This design comes from an exercise in tuning for small area, a short achievable clock period and few clock cycles per item on the open sky130 flow, not from production work.
In this exercise RTL edits were held to simulation tests only and were not proved equivalent to the original.

==> flow/design.v (outline; a module is shown in full before it is edited, if it fits) <==
// module hsbrgb_front: 27 lines
// module hsbrgb_route: 17 lines
// module hsbrgb_out: 16 lines
// module hsbrgb_l2: 135 lines
// module hsbrgb_l3: 329 lines
// module hsbrgb_l4: 179 lines
// module hsb_to_rgb_converter: 131 lines
module hsb_to_rgb_converter
(
    input  logic               clk,
    input  logic               rst_n,
    input  logic               in_valid,
    output logic               in_ready,
    input  logic [HUE_W-1:0]   hue_degrees,
    input  logic [PCT_W-1:0]   saturation_pct,
    input  logic [PCT_W-1:0]   brightness_pct,
    output logic               out_valid,
    input  logic               out_ready,
    output logic [LEVEL_W-1:0] red_level,
    output logic [LEVEL_W-1:0] green_level,
    output logic [LEVEL_W-1:0] blue_level
);
  // ...
==> flow/flow/run.sh <==
#!/bin/bash
set -euo pipefail
bash standard.sh SYNTH_ARGS=-noabc SETUP_SLACK_MARGIN=5.65 "BUFFER_PORTS_ARGS=-buffer_cell sky130_fd_sc_hd__buf_2" finish > layout.log 2>&1
==> flow/standard.sh <==
#!/bin/bash
# synth_recipe.tcl (not shown) runs the flow's synth.tcl, then flattens the netlist and writes it again
# the make line also repeats each setting of config.mk as NAME=value (left out here)
make -C /OpenROAD-flow-scripts/flow DESIGN_CONFIG=/design/flow/config.mk WORK_HOME=/design/flow/orfs CLKGATE_MAP_FILE= SYNTH_SCRIPT=/design/flow/synth_recipe.tcl "${@:-finish}"
==> flow/config.mk <==
export PLATFORM = sky130hd
export DESIGN_NAME = hsb_to_rgb_converter
export DESIGN_NICKNAME = hsb_to_rgb_converter
export VERILOG_FILES = /design/flow/design.v
export SDC_FILE = /design/flow/constraint.sdc
export NUM_CORES = 4
export LEC_CHECK = 0
export ABC_CLOCK_PERIOD_IN_PS = 3000
export CAP_MARGIN = 20
export CORE_MARGIN = 2
export CORE_UTILIZATION = 40
export CTS_BUF_LIST = sky130_fd_sc_hd__clkbuf_8
export SETUP_SLACK_MARGIN = 5
export SLEW_MARGIN = 20
==> flow/constraint.sdc <==
create_clock -name core_clock -period 10.0 [get_ports {clk}]
set_input_delay 2.0000 -clock core_clock [delete_from_list [all_inputs] [get_ports {clk}]]
set_output_delay 2.0000 -clock core_clock [all_outputs]
set_load 0.01 [all_outputs]
==> results.toml, run 1 <==
[outcome]
run_status = "complete, no violations"

[clock_tree]
cts.sinks = 130
cts_root_buffer = "clkbuf_8"
post-cts-setup-buffers = 52

[synthesis]
synth_cell_types = 68
synthFlopType = "edfxtp_1"
synth-simple-area-share = 0.136
synth-edff-count = 126

[critical_path]
critical_path.top_delay_family = "adder cells"
path_buf_inv = 0
cpPeakStageDelay_ns = 0.56
critPathSlowestCell = "fa_2"
crit_top_cell = "fa_2"

[min_path]
hold_end = "vb_out_reg[4]$_DFFE_PP_"
hp-start = "vb4_reg[4]$_DFFE_PP_"

[cells_and_area]
final_nets = 2061
multi_input_area_um2 = 12000
largest_reg_flops = 20
final-clk-cell-share = 0.0224
fill_cells = 3667
n_antenna_cell = 0
final_cell_mix = "fa_1 (242), inv_1 (190), and2_1 (163)"
buffers = 140
buffer_area_frac = 0.0511

[global_route]
grt_pass1_wl_mm = 57.2
antenna_found_initial = 0

[timing]
setup_viol = 0
tightest_slew_ns = 0.875

[placement]
port_buffers = 52
Testbench counts, summed over its fixed seeds: cycles 24,024, items 24,000.
==> module hsb_to_rgb_converter, before the edit <==
module hsb_to_rgb_converter
(
    input  logic               clk,
    input  logic               rst_n,
    input  logic               in_valid,
    output logic               in_ready,
    input  logic [HUE_W-1:0]   hue_degrees,
    input  logic [PCT_W-1:0]   saturation_pct,
    input  logic [PCT_W-1:0]   brightness_pct,
    output logic               out_valid,
    input  logic               out_ready,
    output logic [LEVEL_W-1:0] red_level,
    output logic [LEVEL_W-1:0] green_level,
    output logic [LEVEL_W-1:0] blue_level
);
    logic advance;
    logic s2_valid_reg;
    logic s3_valid_reg;
    logic s4_valid_reg;
    logic out_valid_reg;
    logic [RAW_W-1:0] raw_in;
    logic [6:0] f_b, f_s;
    logic [5:0] f_rp;
    logic [2:0] f_sec;
    logic [6:0] b2_reg, s2_reg;
    logic [5:0] rp2_reg;
    logic [2:0] sec2_reg;
    logic [12:0] l2_x;
    logic [13:0] l2_bc;
    logic [12:0] x3_reg;
    logic [13:0] bc3_reg;
    logic [6:0]  b3_reg;
    logic [2:0]  sec3_reg;
    logic [19:0] l3_q;
    logic [7:0]  l3_vp;
    logic [7:0]  l3_vb;
    logic [19:0] q4_reg;
    logic [7:0]  vp4_reg;
    logic [7:0]  vb4_reg;
    logic [2:0]  sec4_reg;
    logic [7:0] l4_vm;
    logic [7:0] vb_out_reg;
    logic [7:0] vm_out_reg;
    logic [7:0] vp_out_reg;
    logic [2:0] sec_out_reg;
    assign raw_in    = {hue_degrees, saturation_pct, brightness_pct};
    assign advance   = !out_valid_reg || out_ready;
    assign in_ready  = out_ready;
    assign out_valid = out_valid_reg;
    always_ff @(posedge clk or negedge rst_n)
    begin
        if (!rst_n)
        begin
            s2_valid_reg  <= 1'b0;
            s3_valid_reg  <= 1'b0;
            s4_valid_reg  <= 1'b0;
            out_valid_reg <= 1'b0;
        end
        else if (advance)
        begin
            s2_valid_reg  <= in_valid && out_ready;
            s3_valid_reg  <= s2_valid_reg;
            s4_valid_reg  <= s3_valid_reg;
            out_valid_reg <= s4_valid_reg;
        end
    end
    always_ff @(posedge clk)
    begin
        if (advance)
        begin
            b2_reg      <= f_b;
            s2_reg      <= f_s;
            rp2_reg     <= f_rp;
            sec2_reg    <= f_sec;
            x3_reg      <= l2_x;
            bc3_reg     <= l2_bc;
            b3_reg      <= b2_reg;
            sec3_reg    <= sec2_reg;
            q4_reg      <= l3_q;
            vp4_reg     <= l3_vp;
            vb4_reg     <= l3_vb;
            sec4_reg    <= sec3_reg;
            vb_out_reg  <= vb4_reg;
            vm_out_reg  <= l4_vm;
            vp_out_reg  <= vp4_reg;
            sec_out_reg <= sec4_reg;
        end
    end
    hsbrgb_front u_front
    (
        .h    (raw_in[RAW_W-1 -: HUE_W]),
        .s_in (raw_in[2*PCT_W-1 -: PCT_W]),
        .b_in (raw_in[PCT_W-1:0]),
        .b    (f_b),
        .s    (f_s),
        .rp   (f_rp),
        .sec  (f_sec)
    );
    hsbrgb_l2 u_l2
    (
        .b  (b2_reg),
        .s  (s2_reg),
        .rp (rp2_reg),
        .x  (l2_x),
        .bc (l2_bc)
    );
    hsbrgb_l3 u_l3
    (
        .b  (b3_reg),
        .x  (x3_reg),
        .bc (bc3_reg),
        .q  (l3_q),
        .vp (l3_vp),
        .vb (l3_vb)
    );
    hsbrgb_l4 u_l4
    (
        .q  (q4_reg),
        .vm (l4_vm)
    );
    hsbrgb_out u_out
    (
        .vb    (vb_out_reg),
        .vm    (vm_out_reg),
        .vp    (vp_out_reg),
        .sec   (sec_out_reg),
        .red   (red_level),
        .green (green_level),
        .blue  (blue_level)
    );
endmodule
==> inputs of run 2 (changes only) <==
--- a/flow/design.v
+++ b/flow/design.v
@@ -752,7 +752,7 @@
     logic [2:0] sec_out_reg;
     assign raw_in    = {hue_degrees, saturation_pct, brightness_pct};
     assign advance   = !out_valid_reg || out_ready;
-    assign in_ready  = out_ready;
+    assign in_ready  = advance;
     assign out_valid = out_valid_reg;
     always_ff @(posedge clk or negedge rst_n)
     begin
@@ -765,7 +765,7 @@
         end
         else if (advance)
         begin
-            s2_valid_reg  <= in_valid && out_ready;
+            s2_valid_reg  <= in_valid;
             s3_valid_reg  <= s2_valid_reg;
             s4_valid_reg  <= s3_valid_reg;
             out_valid_reg <= s4_valid_reg;
==> flow/flow/run.sh (replaced) <==
#!/bin/bash
set -euo pipefail
bash standard.sh SYNTH_ARGS=-noabc SETUP_SLACK_MARGIN=5.6 "BUFFER_PORTS_ARGS=-buffer_cell sky130_fd_sc_hd__buf_2" finish > layout.log 2>&1
==> run 2 against run 1 <==
Still clean on timing, DRC and antenna. Worst setup slack improved by 0.082 ns. Cell area grew 1.3%. Clock skew grew 0.0047 ns. Clock-buffer cell count rose by 1. Sequential share of layout area shrank 0.26 points. Non-clock buffer count decreased by 2. Critical endpoint is now in_ready. Largest cell class unchanged.
==> results.toml, run 2 <==
[outcome]
run_status = "complete, no violations"

[global_route]
grt_max_degree = 68
grt_usage = 0.170
grt_pass1_wl_mm = 59.6
antenna_found_initial = 1
grt_pass1_vias = 11928
grt_overflow = 0

[drt]
drt-initial-drc-count = 660
firstDrtPassIters = 5
drt-total-wl_mm = 35.2
drtAntennaViolNets = 0
drc_errors = 0
dr_total_vias = 11276
via_per_inst = 5.08
wl_per_cell_um = 15.8

[clock_tree]
cts_root_buffer = "clkbuf_8"
cts.sinks = 130
cts_buffer_depth = 2
insertion_delay_ns = 0.47
cts.htree.levels = 4
cts_made_buffers = 17
path_clk_slew_ns = 0.07
cts_tree = "done"

[synthesis]
synth_xor_area_frac = 0.0316
yosys.area.top_type = "fa_1"
syn_avg_cell_area_um2 = 10.7
synth-edff-count = 126
synth-seq-cells = 130
synth_common_cells = "fa_1 (251), inv_1 (206), ha_1 (160), and2_1 (159), edfxtp_1 (126)"
synth-simple-area-share = 0.140
synth_cells = 1550
syn-cell-area_um2 = 16600
synth_cell_types = 74
yosys_warnings = 3
synth-async-reset-ratio = 0.0308
synth_top_family_by_area = "adder cells"
yosysMostFrequentCell = "fa_1"
synth_fa_ha_area_frac = 0.424
synth_compound_area_frac = 0.106
ys_top_cells_by_area = "fa_1 (30%), edfxtp_1 (23%), ha_1 (12%)"
yosysTopAreaCellShare = 0.303
synth_seq_area_share = 0.234
synthMuxAreaShare = 0.0100
syn-num-nets = 1988
synthFlopType = "edfxtp_1"

[timing]
setup_tns_ns = 0
max_freq_mhz = 225
slew_viol_final = 0
fin_ws_ns = 5.55
finalCritPeriodShare = 0.445
rsz0062_at_grt = "yes"
skew_ns = 0.0192
setup_viol = 0
hold_violations = 0
fin_crit_ns = 4.45
relSlewSlack = 0.409
tightest_slew_ns = 0.887

[die]
initial_core_util = 0.405
rows = 74
die_w_um = 208
dieHeight_um = 208
core_area_um2 = 40900
die_area_um2 = 43100
io_pins = 53

[cells_and_area]
final_cell_mix = "fa_1 (249), inv_1 (206), and2_1 (159)"
layout-drive-gt1-share = 0.145
fill_cells = 3775
largest_reg_flops = 20
final_nets = 2113
syn_to_final_growth_pct = 13.8
layout_commonest_cell = "fa_1"

[critical_path]
rr_endpoint = "vm_out_reg[5]$_DFFE_PP_"
startpoint_type = "input pin"
cp.arrival_ns = 2.45
worstPathMaxFanout = 2
worstSetupEndpointType = "output pin"
worstSetupPathType = "in -> out"
r2r_start = "q4_reg[16]$_DFFE_PP_"
worst_ep_required_time_ns = 8.00
ff2ff_setup_slack_ns = 5.69
rr_worst_depth = 12

[placement]
pre_cts_slack_ns = 5.04
globalplace.congestion = 0.861
dp_hpwl_mm = 26.7
port_buffers = 52

[min_path]
hp-start = "vp4_reg[2]$_DFFE_PP_"
hold_depth = 0
hold_end = "vp_out_reg[2]$_DFFE_PP_"
hold_path.class = "reg -> reg"

[flow_run]
maxCapViolations = 0
[run 2: logic make-up (layout without fill, tap and decap cells)]
logic type	after synthesis	count (layout)
simple gates	432	434
fa+ha+maj	411	411
compound gates	262	262
buf+inv	240	376
flops	130	130
xor+xnor	59	59
mux	16	16
other cells	0	1
[run 2: critical path, stage by stage]
cell and delay [ns]:
buf_8 0.09, nand2b_4 0.19, buf_6 0.16
[run 2: metal layers]
layer,wire length (µm),track usage,up-vias,share of wire
li1,-,-,5464,-
met1,16400,0.231,5587,0.47
met2,17000,0.282,190,0.48
met3,1080,0.0244,35,0.031
met4,691,0.0514,0,0.020
met5,0,0,-,0
[run 2: cell type report]
type	instances	area (µm²)	share of cell area
diodes	1	2.50	0.000133
clock buffers	18	248	0.0131
clock inverters	14	211	0.0112
inverters	206	773	0.0410
multi-input cells	1182	12100	0.643
flip-flops and latches	130	3880	0.206
well taps	532	666	0.0353
repair buffers	138	960	0.0508
[run 2: worst max-delay path by stage]
stage / start / endpoint / slack [ns] / depth (start not counted)
finish: out_ready / in_ready / 5.55 / 3
floorplan: out_ready / in_ready / 5.03 / 1
CTS: out_ready / in_ready / 5.54 / 3
detailed placement: out_ready / in_ready / 5.04 / 3
global placement: out_ready / in_ready / 5.07 / 3
global route: s2_reg[0]$_SDFFCE_PN0P_ / bc3_reg[12]$_DFFE_PP_ / 5.50 / 16
[run 2: metrics by stage]
stage               instances  hold slack [ns]  utilization  area [µm²]
finish                   2221            0.418        0.461       18900
global route             2221            0.425        0.461       18900
global placement         2105            0.401        0.426       17400
CTS                      2179            0.420        0.448       18300
detailed placement       2105            0.405        0.426       17400
floorplan                1550            0.400            -       16600
[run 2: repair_timing]
action / CTS / global route
gates resized for setup: 20 / 43
gates cloned: 2 / 0
endpoints found under the setup margin: 47 / 29
pin swaps: 3 / 29
hold endpoints to repair: 0 / 0
buffers inserted: 40 / 41
hold buffers: 0 / 0
Testbench counts of run 2, summed over its fixed seeds: cycles 24,024, items 24,000.
==> inputs of run 3 (changes only) <==
==> flow/flow/run.sh (replaced) <==
#!/bin/bash
set -euo pipefail
bash standard.sh SYNTH_ARGS=-noabc SETUP_SLACK_MARGIN=5.55 "BUFFER_PORTS_ARGS=-buffer_cell sky130_fd_sc_hd__buf_2" finish > layout.log 2>&1
--- a/flow/config.mk
+++ b/flow/config.mk
@@ -6,9 +6,9 @@
 export NUM_CORES = 4
 export LEC_CHECK = 0
 export ABC_CLOCK_PERIOD_IN_PS = 3000
-export CAP_MARGIN = 20
+export CAP_MARGIN = 5
 export CORE_MARGIN = 2
 export CORE_UTILIZATION = 40
 export CTS_BUF_LIST = sky130_fd_sc_hd__clkbuf_8
 export SETUP_SLACK_MARGIN = 5
-export SLEW_MARGIN = 20
+export SLEW_MARGIN = 5
==> run 3 against run 2 <==
Routed wire length decreased by 2.3%. Global-route usage decreased by 0.53 points. Highest routed layer unchanged.
==> results.toml, run 3 <==
[flow_run]
maxCapViolations = 0

[critical_path]
startpoint_type = "input pin"
worstSetupPathType = "in -> out"
worstSetupEndpointType = "output pin"
worstPathMaxFanout = 2
worst_ep_required_time_ns = 8.00
cp.arrival_ns = 2.43

[clock_tree]
path_clk_slew_ns = 0.06
cts.htree.levels = 4
cts_root_buffer = "clkbuf_8"
cts_buffer_depth = 2
cts_made_buffers = 17
insertion_delay_ns = 0.46
cts_hold_buffers = 0
cts_tree = "done"
cts.sinks = 130

[drt]
drt-initial-drc-count = 636
via_per_inst = 5.10
drtAntennaViolNets = 0
drc_errors = 0
drt-total-wl_mm = 34.4
dr_total_vias = 11151
firstDrtPassIters = 5
wl_per_cell_um = 15.7

[die]
dieHeight_um = 208
die_w_um = 208
die_area_um2 = 43100
core_area_um2 = 40900
initial_core_util = 0.405
io_pins = 53
rows = 74

[global_route]
antenna_found_initial = 0
grt_max_degree = 74
use_met3 = 0.0203
grtUsageMet2 = 0.276
grt_overflow = 0
grt_usage = 0.165
top_usage_layer = "met2"
use_met1 = 0.223
grt_pass1_wl_mm = 58.0
grt_pass1_vias = 11644

[synthesis]
synth-async-reset-ratio = 0.0308
yosysTopAreaCellShare = 0.303
synthFlopType = "edfxtp_1"
syn_avg_cell_area_um2 = 10.7
yosysMostFrequentCell = "fa_1"
synth_common_cells = "fa_1 (251), inv_1 (206), ha_1 (160), and2_1 (159), edfxtp_1 (126)"
ys_top_cells_by_area = "fa_1 (30%), edfxtp_1 (23%), ha_1 (12%)"
yosys.area.top_type = "fa_1"
syn-cell-area_um2 = 16600
synth-seq-cells = 130
synth_cells = 1550
syn-num-nets = 1988
synth_seq_area_share = 0.234
synth_cell_types = 74
yosys_warnings = 3
synth-edff-count = 126

[timing]
setup_tns_ns = 0
rsz0062_at_grt = "yes"
finalCritPeriodShare = 0.443
max_freq_mhz = 226
relSlewSlack = 0.405
setup_viol = 0
fin_crit_ns = 4.43
slew_viol_final = 0
tightest_slew_ns = 0.893
skew_ns = 0.0172
hold_violations = 0

[placement]
globalplace.congestion = 0.845
dp_hpwl_mm = 26.9
port_buffers = 52

[min_path]
hold_path.class = "reg -> reg"

[cells_and_area]
syn_to_final_growth_pct = 11.9
n_antenna_cell = 0
layout-drive-gt1-share = 0.128
post-route-util = 0.453
largest_reg_flops = 20
layout_commonest_cell = "fa_1"
final_cell_mix = "fa_1 (247), inv_1 (206), and2_1 (159)"
final_nets = 2079

[outcome]
run_status = "complete, no violations"
[run 3: cell count changes in the layout (fill, tap and decap cells not counted), moves of 3 or more]
cell	previous run	this run
ha_4	7	13
buf_4	79	49
clkinv_4	3	0
ha_1	148	144
bufinv_16	5	2
clkinv_1	0	4
[run 3: cells by family after synthesis]
logic type,count (synthesis),synth area share
and+or+nand+nor,432,0.140
adders and majority gates,411,0.424
AOI/OAI and AO/OA,262,0.106
buffers and inverters,240,0.0546
DFF,130,0.234
xor gates and xnor gates,59,0.0316
muxes,16,0.0100
[run 3: final timing paths]
path / from / cells after the start / end / slack [ns]
setup / recovery: out_ready / 3 / in_ready / 5.57
hold / removal: vp4_reg[4]$_DFFE_PP_ / 0 / vp_out_reg[4]$_DFFE_PP_ / 0.42
setup reg to reg: b3_reg[2]$_DFFE_PP_ / 13 / q4_reg[19]$_DFFE_PP_ / 5.66
hold reg to reg: vp4_reg[4]$_DFFE_PP_ / 0 / vp_out_reg[4]$_DFFE_PP_ / 0.42
max in group asynchronous: rst_n / 1 / s2_valid_reg$_DFFE_PN0P_ / 8.56
min in group asynchronous: rst_n / 1 / out_valid_reg$_DFFE_PN0P_ / 1.33
[run 3: metrics by stage]
stage	hold WS, ns	cell area (µm²)	instances	setup WS, ns
floorplan	0.400	16600	1550	5.03
detailed placement	0.405	17400	2105	5.18
finish	0.420	18600	2185	5.57
global route	0.426	18600	2185	5.46
CTS	0.421	18100	2165	5.49
global placement	0.402	17400	2105	5.29
[run 3: what timing repair did]
action                     4_1_cts  5_1_grt
pin swaps                        1       26
setup endpoints to repair       39       33
gates resized for setup         13       55
setup buffers                   29       20
[run 3: final cells by class]
cell class                 instances  area (µm²)
clock inverter                    14         124
multi-input combinational       1180       12200
clock buffer                      17         234
tap                              532         666
inverter                         206         773
fill                            3780       22400
sequential                       130        3880
timing repair buffer             106         692
[run 3: critical path, stage by stage]
cell,delay (ns)
buf_2,0.09
nand2b_4,0.19
buf_6,0.14
[run 3: routing by layer]
metal,wire [µm],vias up
li1,-,5382
met3,967,31
met1,16200,5556
met2,16500,182
met4,743,0
met5,0,-
==> inputs of run 4 (changes only) <==
==> flow/flow/run.sh (replaced) <==
#!/bin/bash
set -euo pipefail
bash standard.sh SYNTH_ARGS=-noabc SETUP_SLACK_MARGIN=5.5 "BUFFER_PORTS_ARGS=-buffer_cell sky130_fd_sc_hd__buf_2" finish > layout.log 2>&1
==> run 4 against run 3 <==
Routed wire length is 1.1% lower. Synthesized area stayed put. Worst setup slack worse by 0.029 ns. Utilization is 0.19 points lower. Critical endpoint unchanged. Largest cell class unchanged.
==> results.toml, run 4 <==
[drt]
dr_total_vias = 11132
wl_met2_mm = 16.4
drc_errors = 0
drtAntennaViolNets = 0
via_per_inst = 5.08
wl_met3_um = 981
firstDrtPassIters = 5
wl_met1_mm = 16.2
drt-total-wl_mm = 34.0
dr.max_layer_used = "met4"
drt-initial-drc-count = 627
wl_per_cell_um = 15.5

[clock_tree]
cts_buffer_depth = 2
path_clk_slew_ns = 0.08
insertion_delay_ns = 0.48
cts.htree.levels = 4
cts_root_buffer = "clkbuf_8"
cts_tree = "done"
cts_made_buffers = 17
cts_hold_buffers = 0
cts.sinks = 130

[synthesis]
synth_seq_area_share = 0.234
yosys_warnings = 3
synthFlopType = "edfxtp_1"
yosysMostFrequentCell = "fa_1"
syn_avg_cell_area_um2 = 10.7
synth-seq-cells = 130
yosys.area.top_type = "fa_1"
synth_cell_types = 74
synth_common_cells = "fa_1 (251), inv_1 (206), ha_1 (160), and2_1 (159), edfxtp_1 (126)"
syn-num-nets = 1988
syn-cell-area_um2 = 16600
synth-async-reset-ratio = 0.0308
yosysTopAreaCellShare = 0.303
ys_top_cells_by_area = "fa_1 (30%), edfxtp_1 (23%), ha_1 (12%)"
synth-edff-count = 126
synth_cells = 1550

[cells_and_area]
largest_reg_flops = 20
layout-drive-gt1-share = 0.122
layout_commonest_cell = "fa_1"
final_cell_mix = "fa_1 (249), inv_1 (208), and2_1 (159)"
syn_to_final_growth_pct = 11.4
final_nets = 2084
design_area_um2 = 18500

[die]
io_pins = 53
dieHeight_um = 208
die_w_um = 208
rows = 74
die_area_um2 = 43100
initial_core_util = 0.405
core_area_um2 = 40900

[timing]
setup_tns_ns = 0
relSlewSlack = 0.372
hold_violations = 0
fin_ws_ns = 5.54
setup_viol = 0
finalCritPeriodShare = 0.446
tightest_slew_ns = 0.941
slew_viol_final = 0
fin_crit_ns = 4.46
worst_hold_slack_ns = 0.422
skew_ns = 0.0192
rsz0062_at_grt = "yes"
max_freq_mhz = 224

[min_path]
hold_path.class = "reg -> reg"

[critical_path]
worstPathMaxFanout = 3
worst_ep_required_time_ns = 8.00
ff2ff_setup_slack_ns = 5.61
worstSetupEndpointType = "output pin"
rr_endpoint = "q4_reg[14]$_DFFE_PP_"
r2r_start = "b3_reg[2]$_DFFE_PP_"
worstSetupPathType = "in -> out"
worstSetupEndpoint = "in_ready"
cp.arrival_ns = 2.46
rr_worst_depth = 13
startpoint_type = "input pin"
critPathLaunch = "out_ready"

[global_route]
antenna_found_initial = 1
grt_pass1_wl_mm = 57.8
grt_max_degree = 78
grt_pass1_vias = 11585
grt_usage = 0.165
grt_overflow = 0

[placement]
placed_area_um2 = 17400
port_buffers = 52
dp_hpwl_mm = 26.4
globalplace.congestion = 0.832
pre_cts_slack_ns = 4.97

[outcome]
run_status = "complete, no violations"

[flow_run]
maxCapViolations = 0
-- run 4: cell counts after synthesis --
No cell type changed its count.
-- run 4: per-layer routing --
layer | GRT usage | up-vias
met3 | 0.0254 | 31
met1 | 0.225 | 5526
li1 | - | 5404
met5 | 0 | -
met2 | 0.274 | 171
met4 | 0.0482 | 0
-- run 4: cells by family after synthesis --
family / count (synthesis) / synth area share
flip-flops: 130 / 0.234
multiplexers: 16 / 0.0100
buffers and inverters: 240 / 0.0546
adder cells (fa/ha/maj): 411 / 0.424
AND/OR/NAND/NOR: 432 / 0.140
XOR/XNOR: 59 / 0.0316
AO/OA/AOI/OAI: 262 / 0.106
-- run 4: timing repair --
action                     CTS  global route
setup endpoints to repair   33            26
cloned                       2             0
gates resized for setup     10            38
buffers inserted            32            22
pin swaps                    2            15
-- run 4: metrics by stage --
step,std cells,utilization
floorplan,1550,-
global placement,2103,0.425
detailed placement,2103,0.425
CTS,2169,0.443
global route,2192,0.452
finish,2192,0.452
-- run 4: worst min path at each step --
stage,start,to,slack (ns),depth (start not counted)
2_1_floorplan,sec2_reg[0]$_SDFFCE_PN0P_,sec3_reg[0]$_DFFE_PP_,0.40,0
3_3_place_gp,vp4_reg[1]$_DFFE_PP_,vp_out_reg[1]$_DFFE_PP_,0.40,0
3_5_place_dp,vb4_reg[4]$_DFFE_PP_,vb_out_reg[4]$_DFFE_PP_,0.40,0
4_1_cts,vb4_reg[6]$_DFFE_PP_,vb_out_reg[6]$_DFFE_PP_,0.42,0
5_1_grt,vb4_reg[0]$_DFFE_PP_,vb_out_reg[0]$_DFFE_PP_,0.42,0
6_report,vb4_reg[1]$_DFFE_PP_,vb_out_reg[1]$_DFFE_PP_,0.42,0
-- run 4: worst max-delay path, cell delays in order --
cell      delay (ns)
buf_2           0.13
nand2b_4        0.18
buf_6           0.15
-- run 4: layout make-up --
| cell class | count | area, µm² |
|---|---|---|
| sequential | 130 | 3880 |
| fill | 3851 | 22400 |
| timing repair buffer | 109 | 694 |
| inverter | 206 | 773 |
| clock buffer | 17 | 234 |
| antenna | 1 | 2.50 |
| clock inverter | 15 | 170 |
| tap | 532 | 666 |
| multi-input combinational | 1182 | 12100 |

-- re-timing with driven ports --
In the flow no input, the clock included, has a driving cell. The finished layouts below were timed again as built, in two steps. Step 1: set_driving_cell puts a clkbuf_16 on clk and a buf_2 on each other input, an assumption about the parent block. Step 2 moves the port delays by t, midway between the first and last clock arrival at a register: inputs arrive t later, outputs are due t later. That takes back most of the time a late clock gives input paths. Slacks: ideal ports / drivers / drivers and shift; pairs: ideal ports / drivers.
run | t (ns) | setup WS [ns] | worst hold slack (ns) | worst setup path at the end | worst slew at a driven data input, ns
run 1 | 0.506 | 5.469 / 5.469 / 5.469 | 0.411 / 0.411 / 0.411 | register to register | 0.03
run 2 | 0.510 | 5.551 / 5.513 / 5.513 | 0.418 / 0.418 / 0.418 | input to output | 0.05
run 3 | 0.500 | 5.569 / 5.550 / 5.550 | 0.420 / 0.420 / 0.420 | input to output | 0.03
run 4 | 0.524 | 5.540 / 5.518 / 5.518 | 0.422 / 0.422 / 0.422 | input to output | 0.04
After both steps every run listed still meets setup and hold. For run 2, which loses most, drivers alone change the setup slack by -0.038 ns; drivers and shift together by -0.038 ns.
